This is an optimization exercise on Yosys and OpenROAD, whose aim is small area, not a production implementation.
Function was checked by simulation only, so behaviour that the tests miss may differ from the original.
The clock port is modelled as an ideal driver, which makes a skipped or thinned clock tree look cheaper than it is; a real chip needs a root buffer or a tree.
Power and IR drop assume default switching activity.

==> run B <==
==> flow/design.v (excerpt) <==
module rvm_core_top (
    input  logic        clk,
    input  logic        resetn,
    output logic        o_mem_c_en,
    output logic [31:0] o_mem_addr,
    input  logic [31:0] i_mem_rdata,
    input  logic        i_mem_stall,
    output logic        o_wb_wen,
    output logic [4:0]  o_wb_addr,
    output logic [31:0] o_wb_wdata
);
Settings: LEC_CHECK=0, CAP_MARGIN=20, CORE_MARGIN=2, CORE_UTILIZATION=65, SLEW_MARGIN=20; clock period 10.0 ns.
standard.sh (not shown) runs the stock make flow with config.mk's settings and CLKGATE_MAP_FILE= SYNTH_SCRIPT=/design/flow/synth_recipe.tcl, a recipe that flattens the netlist after the stock synthesis.
==> flow/flow/run.sh <==
#!/bin/bash
# Standard layout (standard.sh) with two changes: the port buffers are
# buf_1, and flow/ctree.tcl builds the clock tree (clkbuf_16 root, 4
# inv_16 middle cells, one inv_16 per cluster of at most 38 flip-flops)
# in place of TritonCTS. ORFS writes each tool's log under orfs/logs.
export BUFFER_PORTS_ARGS="-buffer_cell sky130_fd_sc_hd__buf_1"
export PRE_CTS_TCL="$PWD/flow/ctree.tcl"
export CTREE_NMID=4
export CTREE_MAX_SINKS=38
bash standard.sh > standard_run.log 2>&1
==> flow/flow/ctree.tcl <==
# Hand-built clock tree: the clock port drives one root cell; the root
# drives NMID middle cells (or the leaves directly when NMID is 0); each
# middle cell drives a group of leaf cells; each leaf cell drives one
# cluster of at most MAXN flip-flops. Clusters and groups come from
# recursive bisection of the locations, cutting across the longer side.
proc ctree_split {pts k} {
  if {$k <= 1} { return [list $pts] }
  set xs {}; set ys {}
  foreach p $pts { lappend xs [lindex $p 0]; lappend ys [lindex $p 1] }
  set xs [lsort -integer $xs]; set ys [lsort -integer $ys]
  set w [expr {[lindex $xs end] - [lindex $xs 0]}]
  set h [expr {[lindex $ys end] - [lindex $ys 0]}]
  set idx [expr {$w >= $h ? 0 : 1}]
  set s [lsort -integer -index $idx $pts]
  set k1 [expr {$k / 2}]
  set cut [expr {int(round(double([llength $s]) * $k1 / $k))}]
  return [concat [ctree_split [lrange $s 0 [expr {$cut - 1}]] $k1] \
                 [ctree_split [lrange $s $cut end] [expr {$k - $k1}]]]
}

proc ctree_out {inst} {
  foreach it [$inst getITerms] {
    if {[$it isOutputSignal]} { return $it }
  }
  error "no output on [$inst getName]"
}

proc ctree_in {inst} {
  foreach it [$inst getITerms] {
    if {[$it isInputSignal]} { return $it }
  }
  error "no input on [$inst getName]"
}

proc ctree_centre {pts} {
  set sx 0; set sy 0
  foreach p $pts { incr sx [lindex $p 0]; incr sy [lindex $p 1] }
  set n [llength $pts]
  return [list [expr {$sx / $n}] [expr {$sy / $n}]]
}

# Make a cell of master m named name at xy, driven by net in; returns
# its new output net.
proc ctree_cell {m name xy in} {
  set block [ord::get_db_block]
  set inst [odb::dbInst_create $block [[ord::get_db] findMaster $m] $name]
  $inst setLocation [lindex $xy 0] [lindex $xy 1]
  $inst setPlacementStatus PLACED
  set net [odb::dbNet_create $block ${name}_net]
  $net setSigType CLOCK
  [ctree_in $inst] connect $in
  [ctree_out $inst] connect $net
  return $net
}

proc ctree_build {clk_net root_m mid_m nmid leaf_m maxn} {
  set block [ord::get_db_block]
  set clknet [$block findNet $clk_net]
  set pts {}
  foreach it [$clknet getITerms] {
    set bb [[$it getInst] getBBox]
    lappend pts [list [expr {([$bb xMin] + [$bb xMax]) / 2}] \
                      [expr {([$bb yMin] + [$bb yMax]) / 2}] $it]
  }
  set clusters [ctree_split $pts [expr {([llength $pts] + $maxn - 1) / $maxn}]]
  puts "ctree: [llength $pts] sinks in [llength $clusters] clusters, $nmid middle cells"
  set rootnet [ctree_cell $root_m ctree_root [ctree_centre $pts] $clknet]
  # Leaf sites, then groups of leaves per middle cell.
  set leaves {}
  foreach c $clusters {
    set xy [ctree_centre $c]
    lappend leaves [list [lindex $xy 0] [lindex $xy 1] $c]
  }
  if {$nmid > 0} {
    set groups [ctree_split $leaves $nmid]
  } else {
    set groups [list $leaves]
  }
  set i 0
  set j 0
  foreach g $groups {
    if {$nmid > 0} {
      set gnet [ctree_cell $mid_m ctree_mid_$j [ctree_centre $g] $rootnet]
    } else {
      set gnet $rootnet
    }
    foreach l $g {
      set lnet [ctree_cell $leaf_m ctree_leaf_$i [lrange $l 0 1] $gnet]
      foreach p [lindex $l 2] {
        set it [lindex $p 2]
        $it disconnect
        $it connect $lnet
      }
      incr i
    }
    incr j
  }
}

# Sourced by ORFS's cts.tcl before its clock_tree_synthesis call (as
# PRE_CTS_TCL): that call builds the tree above instead. Root clkbuf_16,
# middle and leaf inv_16, so every flip-flop sees the clock inverted twice.
rename clock_tree_synthesis ""
proc clock_tree_synthesis {args} {
  ctree_build clk sky130_fd_sc_hd__clkbuf_16 sky130_fd_sc_hd__inv_16 \
    $::env(CTREE_NMID) sky130_fd_sc_hd__inv_16 $::env(CTREE_MAX_SINKS)
  set_propagated_clock [all_clocks]
}
==> inputs of run H, as changes to run B <==
==> flow/flow/run.sh (replaced) <==
#!/bin/bash
export BUFFER_PORTS_ARGS="-buffer_cell sky130_fd_sc_hd__buf_1"
export CTS_ARGS="-sink_clustering_enable -repair_clock_nets -dont_use_dummy_load -sink_clustering_size 35 "
bash standard.sh > standard_run.log 2>&1
removed: flow/flow/ctree.tcl
==> impl_metrics.py <==
metrics = {
    "run_status": {
        "outcome": "timing/DRC/antenna clean",
    },
    "clock_tree": {
        "clkTransAtPathRegs_ns": 0.11,
        "clk_latency_ns": 0.54,
    },
    "power_and_ir_drop": {
        "swShare_pct": 23.4,
        "p_sw_mw": 1.41,
        "comb_power_share_pct": 0.4,
        "power_density_nw_per_um2": 234,
    },
    "grt": {
        "track_usage_pct": 15.6,
    },
    "final_layout": {
        "fin_cells": 1899,
        "fill_cells": 2303,
        "syn_to_final_growth_pct": 6.69,
        "seq_share_pct": 86.9,
        "final_util_pct": 70.5,
    },
    "timing": {
        "setup_ws_ns": 4.57,
    },
    "route": {
        "drt-pass1-iter-count": 7,
        "met2_length_um": 12800,
    },
}
(the above is from run B)
==> impl_metrics.py <==
metrics = {
    "power_and_ir_drop": {
        "p_sw_mw": 1.36,
        "swShare_pct": 18.5,
        "power_density_nw_per_um2": 268,
    },
    "clock_tree": {
        "cts_htree_levels": 3,
        "clk_latency_ns": 0.62,
        "clkTransAtPathRegs_ns": 0.06,
    },
    "final_layout": {
        "syn_to_final_growth_pct": 13.3,
        "fill_cells": 2036,
        "seq_share_pct": 81.9,
    },
    "route": {
        "vias": 9282,
        "drt-pass1-iter-count": 4,
        "met2_length_um": 16300,
    },
    "grt": {
        "track_usage_pct": 19.2,
    },
    "timing": {
        "setup_ws_ns": 4.52,
        "setup_violations": 0,
    },
    "worst_setup_path": {
        "rrSetupSlack_ns": 6.32,
    },
    "logic_synthesis": {
        "synth_xor_area_share_pct": 0.0724,
    },
    "run_status": {
        "outcome": "timing/DRC/antenna clean",
    },
}
(the above is from run H)
The clock cells of run B come from the design's own scripts or RTL, not from TritonCTS.

==> inputs of violet <==
rvm_core_top again, from the RTL that the note above started with.
==> module rvm_core_top, before the edit <==
module rvm_core_top (
    input  logic        clk,
    input  logic        resetn,
    output logic        o_mem_c_en,
    output logic [31:0] o_mem_addr,
    input  logic [31:0] i_mem_rdata,
    input  logic        i_mem_stall,
    output logic        o_wb_wen,
    output logic [4:0]  o_wb_addr,
    output logic [31:0] o_wb_wdata
);
    logic [4:0]  ph;         
    logic        clr;        
    logic        run;        
    logic        have;       
    logic        last;
    logic        acc;
    assign last = &ph;
    assign o_mem_c_en = !have || (run && last);
    assign acc = o_mem_c_en && !i_mem_stall;
    always_ff @(posedge clk or negedge resetn) begin
        if (!resetn) begin
            ph   <= 5'd0;
            clr  <= 1'b1;
            run  <= 1'b1;
            have <= 1'b1;
        end else begin
            ph <= ph + 5'd1;
            if (last) begin
                clr  <= 1'b0;
                run  <= (have && !run) || acc;
                have <= (have && !run) || acc;
            end else if (acc) begin
                have <= 1'b1;
            end
        end
    end
    logic [29:0] pc;
    logic        pc_cy;
    logic        pc_ci;
    logic        pc_rot;
    assign pc_rot = run && !(ph[4] && ph[3] && ph[2] && ph[1]);
    assign pc_ci  = pc_cy || ph == 5'd0;
    always_ff @(posedge clk) begin
        if (pc_rot) begin
            pc    <= {(pc[0] ^ pc_ci) && !clr, pc[29:1]};
            pc_cy <= pc[0] && pc_ci;
        end
    end
    assign o_mem_addr = {pc, 2'b00};
    logic [4:0]  rd;
    logic [19:0] iw;         
    logic        is_add;     
    logic        is_lui;     
    logic        d_add;
    logic        d_addi;
    logic        d_lui;
    logic        wr;
    assign d_add  = i_mem_rdata[6:0] == 7'b0110011 && i_mem_rdata[14:12] == 3'd0 &&
                    i_mem_rdata[31:25] == 7'd0;
    assign d_addi = i_mem_rdata[6:0] == 7'b0010011 && i_mem_rdata[14:12] == 3'd0;
    assign d_lui  = i_mem_rdata[6:0] == 7'b0110111;
    always_ff @(posedge clk) begin
        if (acc) begin
            rd     <= i_mem_rdata[11:7];
            iw     <= i_mem_rdata[31:12];
            is_add <= !d_addi && !d_lui;
            is_lui <= !d_addi && !d_add;
        end
    end
    assign wr = !(is_add && is_lui);
    logic       imm_bit;
    logic [4:0] imm_idx;
    logic       imm_in;
    assign imm_idx = ph + (is_lui ? 5'd20 : 5'd8);
    assign imm_in  = is_lui ? (ph >= 5'd12) : (ph < 5'd12);
    always_comb begin
        if (imm_in)      imm_bit = iw[imm_idx];
        else if (is_lui) imm_bit = 1'b0;
        else             imm_bit = iw[19];
    end
    logic [31:0] tails;
    logic [31:0] regs [1:31];
    logic        sum;
    logic        wbit;
    logic [3:0]  wsel_hi;
    logic [7:0]  wsel_lo;
    assign tails[0] = 1'b0;
    assign wbit = sum && !clr;
    always_comb begin
        for (int j = 0; j < 4; j++) wsel_hi[j] = clr || (run && wr && rd[4:3] == 2'(j));
        for (int j = 0; j < 8; j++) wsel_lo[j] = clr || rd[2:0] == 3'(j);
    end
    for (genvar i = 1; i < 32; i++) begin : g_reg
        logic sel;
        assign sel = wsel_hi[i / 8] && wsel_lo[i % 8];
        assign tails[i] = regs[i][0];
        always_ff @(posedge clk) begin
            regs[i] <= {sel ? wbit : regs[i][0], regs[i][31:1]};
        end
    end
    logic a_bit;
    logic b_bit;
    logic cin;
    logic carry;
    assign a_bit = tails[iw[7:3]] && !is_lui;                
    assign b_bit = is_add ? tails[iw[12:8]] : imm_bit;       
    assign cin   = carry && ph != 5'd0;
    assign sum   = a_bit ^ b_bit ^ cin;
    always_ff @(posedge clk) begin
        carry <= (a_bit & b_bit) | (a_bit & cin) | (b_bit & cin);
    end
    logic [30:0] wb;
    always_ff @(posedge clk) begin
        wb <= {sum, wb[30:1]};
    end
    assign o_wb_wen   = run && last && wr && !clr;
    assign o_wb_addr  = rd;
    assign o_wb_wdata = {sum, wb};
endmodule
==> flow/config.mk <==
export PLATFORM = sky130hd
export DESIGN_NAME = rvm_core_top
export DESIGN_NICKNAME = rvm_core_top
export VERILOG_FILES = /design/flow/design.v
export SDC_FILE = /design/flow/constraint.sdc
export NUM_CORES = 4
export LEC_CHECK = 0
export CAP_MARGIN = 20
export CORE_MARGIN = 2
export CORE_UTILIZATION = 65
export SLEW_MARGIN = 20
==> flow/constraint.sdc <==
create_clock -name core_clock -period 10.0 [get_ports {clk}]
set_input_delay 2.0000 -clock core_clock [delete_from_list [all_inputs] [get_ports {clk}]]
set_output_delay 2.0000 -clock core_clock [all_outputs]
set_load 0.01 [all_outputs]
==> flow/flow/run.sh <==
#!/bin/bash
# Standard layout (standard.sh), with buf_1 port buffers and CTS sink
# clusters sized for the flip-flop clock-slew limit, without dummy loads.
export BUFFER_PORTS_ARGS="-buffer_cell sky130_fd_sc_hd__buf_1"
export CTS_ARGS="-sink_clustering_enable -repair_clock_nets -dont_use_dummy_load -sink_clustering_size 35 -sink_clustering_max_diameter 60"
bash standard.sh > standard_run.log 2>&1
==> maple (differences from violet) <==
--- a/flow/design.v
+++ b/flow/design.v
@@ -57,7 +57,17 @@
     logic        have;       
+    logic [29:0] pc;         
     logic        last;
     logic        acc;
+    logic        sup;
+    logic        d_add;
+    logic        d_lui;
     assign last = &ph;
     assign o_mem_c_en = !have || (run && last);
+    assign o_mem_addr = {pc, 2'b00};
     assign acc = o_mem_c_en && !i_mem_stall;
+    assign d_add = i_mem_rdata[6:0] == 7'b0110011 && i_mem_rdata[14:12] == 3'd0 &&
+                   i_mem_rdata[31:25] == 7'd0;
+    assign d_lui = i_mem_rdata[6:0] == 7'b0110111;
+    assign sup   = d_add || d_lui ||
+                   (i_mem_rdata[6:0] == 7'b0010011 && i_mem_rdata[14:12] == 3'd0);
     always_ff @(posedge clk or negedge resetn) begin
@@ -68,9 +78,11 @@
             have <= 1'b1;
+            pc   <= 30'd0;
         end else begin
             ph <= ph + 5'd1;
+            if (acc) pc <= pc + 30'd1;
             if (last) begin
                 clr  <= 1'b0;
-                run  <= (have && !run) || acc;
-                have <= (have && !run) || acc;
-            end else if (acc) begin
+                run  <= (have && !run) || (acc && sup);
+                have <= (have && !run) || (acc && sup);
+            end else if (acc && sup) begin
                 have <= 1'b1;
@@ -79,27 +91,6 @@
     end
-    logic [29:0] pc;
-    logic        pc_cy;
-    logic        pc_ci;
-    logic        pc_rot;
-    assign pc_rot = run && !(ph[4] && ph[3] && ph[2] && ph[1]);
-    assign pc_ci  = pc_cy || ph == 5'd0;
-    always_ff @(posedge clk) begin
-        if (pc_rot) begin
-            pc    <= {(pc[0] ^ pc_ci) && !clr, pc[29:1]};
-            pc_cy <= pc[0] && pc_ci;
-        end
-    end
-    assign o_mem_addr = {pc, 2'b00};
     logic [4:0]  rd;
     logic [19:0] iw;         
-    logic        is_add;     
-    logic        is_lui;     
-    logic        d_add;
-    logic        d_addi;
-    logic        d_lui;
-    logic        wr;
-    assign d_add  = i_mem_rdata[6:0] == 7'b0110011 && i_mem_rdata[14:12] == 3'd0 &&
-                    i_mem_rdata[31:25] == 7'd0;
-    assign d_addi = i_mem_rdata[6:0] == 7'b0010011 && i_mem_rdata[14:12] == 3'd0;
-    assign d_lui  = i_mem_rdata[6:0] == 7'b0110111;
+    logic        is_add;
+    logic        is_lui;
     always_ff @(posedge clk) begin
@@ -108,16 +99,10 @@
             iw     <= i_mem_rdata[31:12];
-            is_add <= !d_addi && !d_lui;
-            is_lui <= !d_addi && !d_add;
+            is_add <= d_add;
+            is_lui <= d_lui;
         end
     end
-    assign wr = !(is_add && is_lui);
-    logic       imm_bit;
-    logic [4:0] imm_idx;
-    logic       imm_in;
-    assign imm_idx = ph + (is_lui ? 5'd20 : 5'd8);
-    assign imm_in  = is_lui ? (ph >= 5'd12) : (ph < 5'd12);
+    logic imm_bit;
     always_comb begin
-        if (imm_in)      imm_bit = iw[imm_idx];
-        else if (is_lui) imm_bit = 1'b0;
-        else             imm_bit = iw[19];
+        if (is_lui) imm_bit = (ph >= 5'd12) ? iw[ph - 5'd12] : 1'b0;
+        else        imm_bit = (ph < 5'd12) ? iw[ph + 5'd8] : iw[19];
     end
@@ -127,13 +112,7 @@
     logic        wbit;
-    logic [3:0]  wsel_hi;
-    logic [7:0]  wsel_lo;
     assign tails[0] = 1'b0;
     assign wbit = sum && !clr;
-    always_comb begin
-        for (int j = 0; j < 4; j++) wsel_hi[j] = clr || (run && wr && rd[4:3] == 2'(j));
-        for (int j = 0; j < 8; j++) wsel_lo[j] = clr || rd[2:0] == 3'(j);
-    end
     for (genvar i = 1; i < 32; i++) begin : g_reg
         logic sel;
-        assign sel = wsel_hi[i / 8] && wsel_lo[i % 8];
+        assign sel = clr || (run && rd == 5'(i));
         assign tails[i] = regs[i][0];
@@ -158,3 +137,3 @@
     end
-    assign o_wb_wen   = run && last && wr && !clr;
+    assign o_wb_wen   = run && last && !clr;
     assign o_wb_addr  = rd;
==> flow/flow/run.sh (replaced) <==
#!/bin/bash
# Standard layout, with the port buffers made from buf_1 and without
# CTS dummy loads. Each tool's output goes to the logs ORFS writes.
cp standard.sh standard_sh_copy.log
cp config.mk config_mk_copy.log
export BUFFER_PORTS_ARGS="-buffer_cell sky130_fd_sc_hd__buf_1"
export CTS_ARGS="-sink_clustering_enable -repair_clock_nets -dont_use_dummy_load"
bash standard.sh > standard_run.log 2>&1
- CORE_UTILIZATION: 65 -> 60
==> quartz (differences from violet) <==
--- a/flow/design.v
+++ b/flow/design.v
@@ -57,7 +57,17 @@
     logic        have;       
+    logic [29:0] pc;         
     logic        last;
     logic        acc;
+    logic        sup;
+    logic        d_add;
+    logic        d_lui;
     assign last = &ph;
     assign o_mem_c_en = !have || (run && last);
+    assign o_mem_addr = {pc, 2'b00};
     assign acc = o_mem_c_en && !i_mem_stall;
+    assign d_add = i_mem_rdata[6:0] == 7'b0110011 && i_mem_rdata[14:12] == 3'd0 &&
+                   i_mem_rdata[31:25] == 7'd0;
+    assign d_lui = i_mem_rdata[6:0] == 7'b0110111;
+    assign sup   = d_add || d_lui ||
+                   (i_mem_rdata[6:0] == 7'b0010011 && i_mem_rdata[14:12] == 3'd0);
     always_ff @(posedge clk or negedge resetn) begin
@@ -68,9 +78,11 @@
             have <= 1'b1;
+            pc   <= 30'd0;
         end else begin
             ph <= ph + 5'd1;
+            if (acc) pc <= pc + 30'd1;
             if (last) begin
                 clr  <= 1'b0;
-                run  <= (have && !run) || acc;
-                have <= (have && !run) || acc;
-            end else if (acc) begin
+                run  <= (have && !run) || (acc && sup);
+                have <= (have && !run) || (acc && sup);
+            end else if (acc && sup) begin
                 have <= 1'b1;
@@ -79,27 +91,6 @@
     end
-    logic [29:0] pc;
-    logic        pc_cy;
-    logic        pc_ci;
-    logic        pc_rot;
-    assign pc_rot = run && !(ph[4] && ph[3] && ph[2] && ph[1]);
-    assign pc_ci  = pc_cy || ph == 5'd0;
-    always_ff @(posedge clk) begin
-        if (pc_rot) begin
-            pc    <= {(pc[0] ^ pc_ci) && !clr, pc[29:1]};
-            pc_cy <= pc[0] && pc_ci;
-        end
-    end
-    assign o_mem_addr = {pc, 2'b00};
     logic [4:0]  rd;
     logic [19:0] iw;         
-    logic        is_add;     
-    logic        is_lui;     
-    logic        d_add;
-    logic        d_addi;
-    logic        d_lui;
-    logic        wr;
-    assign d_add  = i_mem_rdata[6:0] == 7'b0110011 && i_mem_rdata[14:12] == 3'd0 &&
-                    i_mem_rdata[31:25] == 7'd0;
-    assign d_addi = i_mem_rdata[6:0] == 7'b0010011 && i_mem_rdata[14:12] == 3'd0;
-    assign d_lui  = i_mem_rdata[6:0] == 7'b0110111;
+    logic        is_add;
+    logic        is_lui;
     always_ff @(posedge clk) begin
@@ -108,16 +99,10 @@
             iw     <= i_mem_rdata[31:12];
-            is_add <= !d_addi && !d_lui;
-            is_lui <= !d_addi && !d_add;
+            is_add <= d_add;
+            is_lui <= d_lui;
         end
     end
-    assign wr = !(is_add && is_lui);
-    logic       imm_bit;
-    logic [4:0] imm_idx;
-    logic       imm_in;
-    assign imm_idx = ph + (is_lui ? 5'd20 : 5'd8);
-    assign imm_in  = is_lui ? (ph >= 5'd12) : (ph < 5'd12);
+    logic imm_bit;
     always_comb begin
-        if (imm_in)      imm_bit = iw[imm_idx];
-        else if (is_lui) imm_bit = 1'b0;
-        else             imm_bit = iw[19];
+        if (is_lui) imm_bit = (ph >= 5'd12) ? iw[ph - 5'd12] : 1'b0;
+        else        imm_bit = (ph < 5'd12) ? iw[ph + 5'd8] : iw[19];
     end
@@ -127,13 +112,7 @@
     logic        wbit;
-    logic [3:0]  wsel_hi;
-    logic [7:0]  wsel_lo;
     assign tails[0] = 1'b0;
     assign wbit = sum && !clr;
-    always_comb begin
-        for (int j = 0; j < 4; j++) wsel_hi[j] = clr || (run && wr && rd[4:3] == 2'(j));
-        for (int j = 0; j < 8; j++) wsel_lo[j] = clr || rd[2:0] == 3'(j);
-    end
     for (genvar i = 1; i < 32; i++) begin : g_reg
         logic sel;
-        assign sel = wsel_hi[i / 8] && wsel_lo[i % 8];
+        assign sel = clr || (run && rd == 5'(i));
         assign tails[i] = regs[i][0];
@@ -158,3 +137,3 @@
     end
-    assign o_wb_wen   = run && last && wr && !clr;
+    assign o_wb_wen   = run && last && !clr;
     assign o_wb_addr  = rd;
==> flow/run.sh (new file) <==
#!/bin/bash
# synth_recipe.tcl (not shown) runs the flow's synth.tcl, then flattens the netlist and writes it again
# the make line also repeats each setting of config.mk as NAME=value (left out here)
make -C /OpenROAD-flow-scripts/flow DESIGN_CONFIG=/design/flow/config.mk WORK_HOME=/design/flow/orfs CLKGATE_MAP_FILE= SYNTH_SCRIPT=/design/flow/synth_recipe.tcl finish
- CORE_UTILIZATION: 65 -> 40
removed: flow/flow/run.sh
removed: flow/standard.sh
==> tundra (differences from violet) <==
==> flow/flow/run.sh (replaced) <==
#!/bin/bash
# Standard layout (standard.sh), with buf_1 port buffers and CTS sink
# clusters sized for the flip-flop clock-slew limit, without dummy loads.
export BUFFER_PORTS_ARGS="-buffer_cell sky130_fd_sc_hd__buf_1"
export CTS_ARGS="-sink_clustering_enable -repair_clock_nets -dont_use_dummy_load -sink_clustering_size 36 -sink_clustering_max_diameter 80"
bash standard.sh > standard_run.log 2>&1
==> qor summary <==
| quantity | quartz | maple | violet | tundra |
|---|---|---|---|---|
| Clock transition at the registers of the reported paths | 0.06 ns | 0.06 ns | 0.12 ns | 0.11 ns |
| Setup slack after placement | 4.00 ns | 4.53 ns | 5.09 ns | 5.09 ns |
| Hold_ws | 0.312 ns | 0.299 ns | 0.274 ns | 0.270 ns |
| Share of total power in the clock network | 44.7% | 39.5% | 30.5% | 29.0% |
| Seq_cells | 1089 | 1089 | 1090 | 1090 |
| Multi-input gate share of the layout cell area | 7.58% | 8.11% | 6.36% | 6.40% |
| Maximum fanout along the worst path | 32 | 32 | 10 | 10 |
| Synthesized-area fraction occupied by xor and xnor cells | 1.14% | 1.14% | 0.0724% | 0.0724% |
| Power consumed by the clock network | 3.68 mW | 2.95 mW | 1.93 mW | 1.81 mW |
| Number of global-route vias before repair | 10300 | 9912 | 9062 | 8935 |
| Clock Sink Count | 1089 | 1089 | 1090 | 1090 |
| Layout clock buffer count | 134 | 93 | 43 | 37 |
| Fraction of final layout cells sized beyond drive strength 1 | 11.5% | 7.36% | 7.11% | 6.72% |
| Sequential cell area | 22300 um^2 | 22300 um^2 | 22400 um^2 | 22400 um^2 |
| Run status | timing/DRC/antenna clean | timing/DRC/antenna clean | timing/DRC/antenna clean | timing/DRC/antenna clean |
| Multi-input combinational gate total | 307 | 307 | 191 | 191 |
| Met3 track demand over resource in global routing | 3.31% | 3.99% | 4.16% | 3.58% |
| Aggregate global-route resource usage | 11.1% | 16.2% | 17.3% | 17.1% |
| Worst-case vdd ir drop | 0.176 mV | 0.177 mV | 0.201 mV | 0.179 mV |
| Internal Pwr Total | 6.56 mW | 6.06 mW | 5.17 mW | 5.07 mW |
| Source of the worst hold timing path | regs[18][15]$_DFF_P_ | regs[14][29]$_DFF_P_ | regs[4][26]$_DFF_P_ | regs[15][17]$_DFF_P_ |

## separate check: timing with driven ports
The results above use ideal ports. As a check the final layouts listed here were re-extracted and re-timed, cells and wires unchanged. Step 1, drivers: a clkbuf_16 drives clk and a buf_2 each remaining input, both assumed. Step 2 moves the port delays by t, midway between the first and last clock arrival at a register: inputs arrive t later, outputs are due t later. That takes back most of the time a late clock gives input paths. a / b / c = ideal ports / drivers / drivers and shift; a / b = the first two.
| run | t, ns | setup WS [ns] | pins driven straight from the clock port |
|---|---|---|---|
| run B | 0.574 | 4.574 / 4.525 / 5.099 | 1 |
| run H | 0.649 | 4.521 / 4.466 / 5.115 | 1 |
| violet | 0.621 | 4.523 / 4.471 / 5.091 | 1 |
| maple | 0.637 | 3.948 / 3.896 / 4.533 | 1 |
| quartz | 0.688 | 3.388 / 3.335 / 4.022 | 1 |
| tundra | 0.620 | 4.510 / 4.457 / 5.077 | 1 |
After both steps every run listed still meets setup and hold.
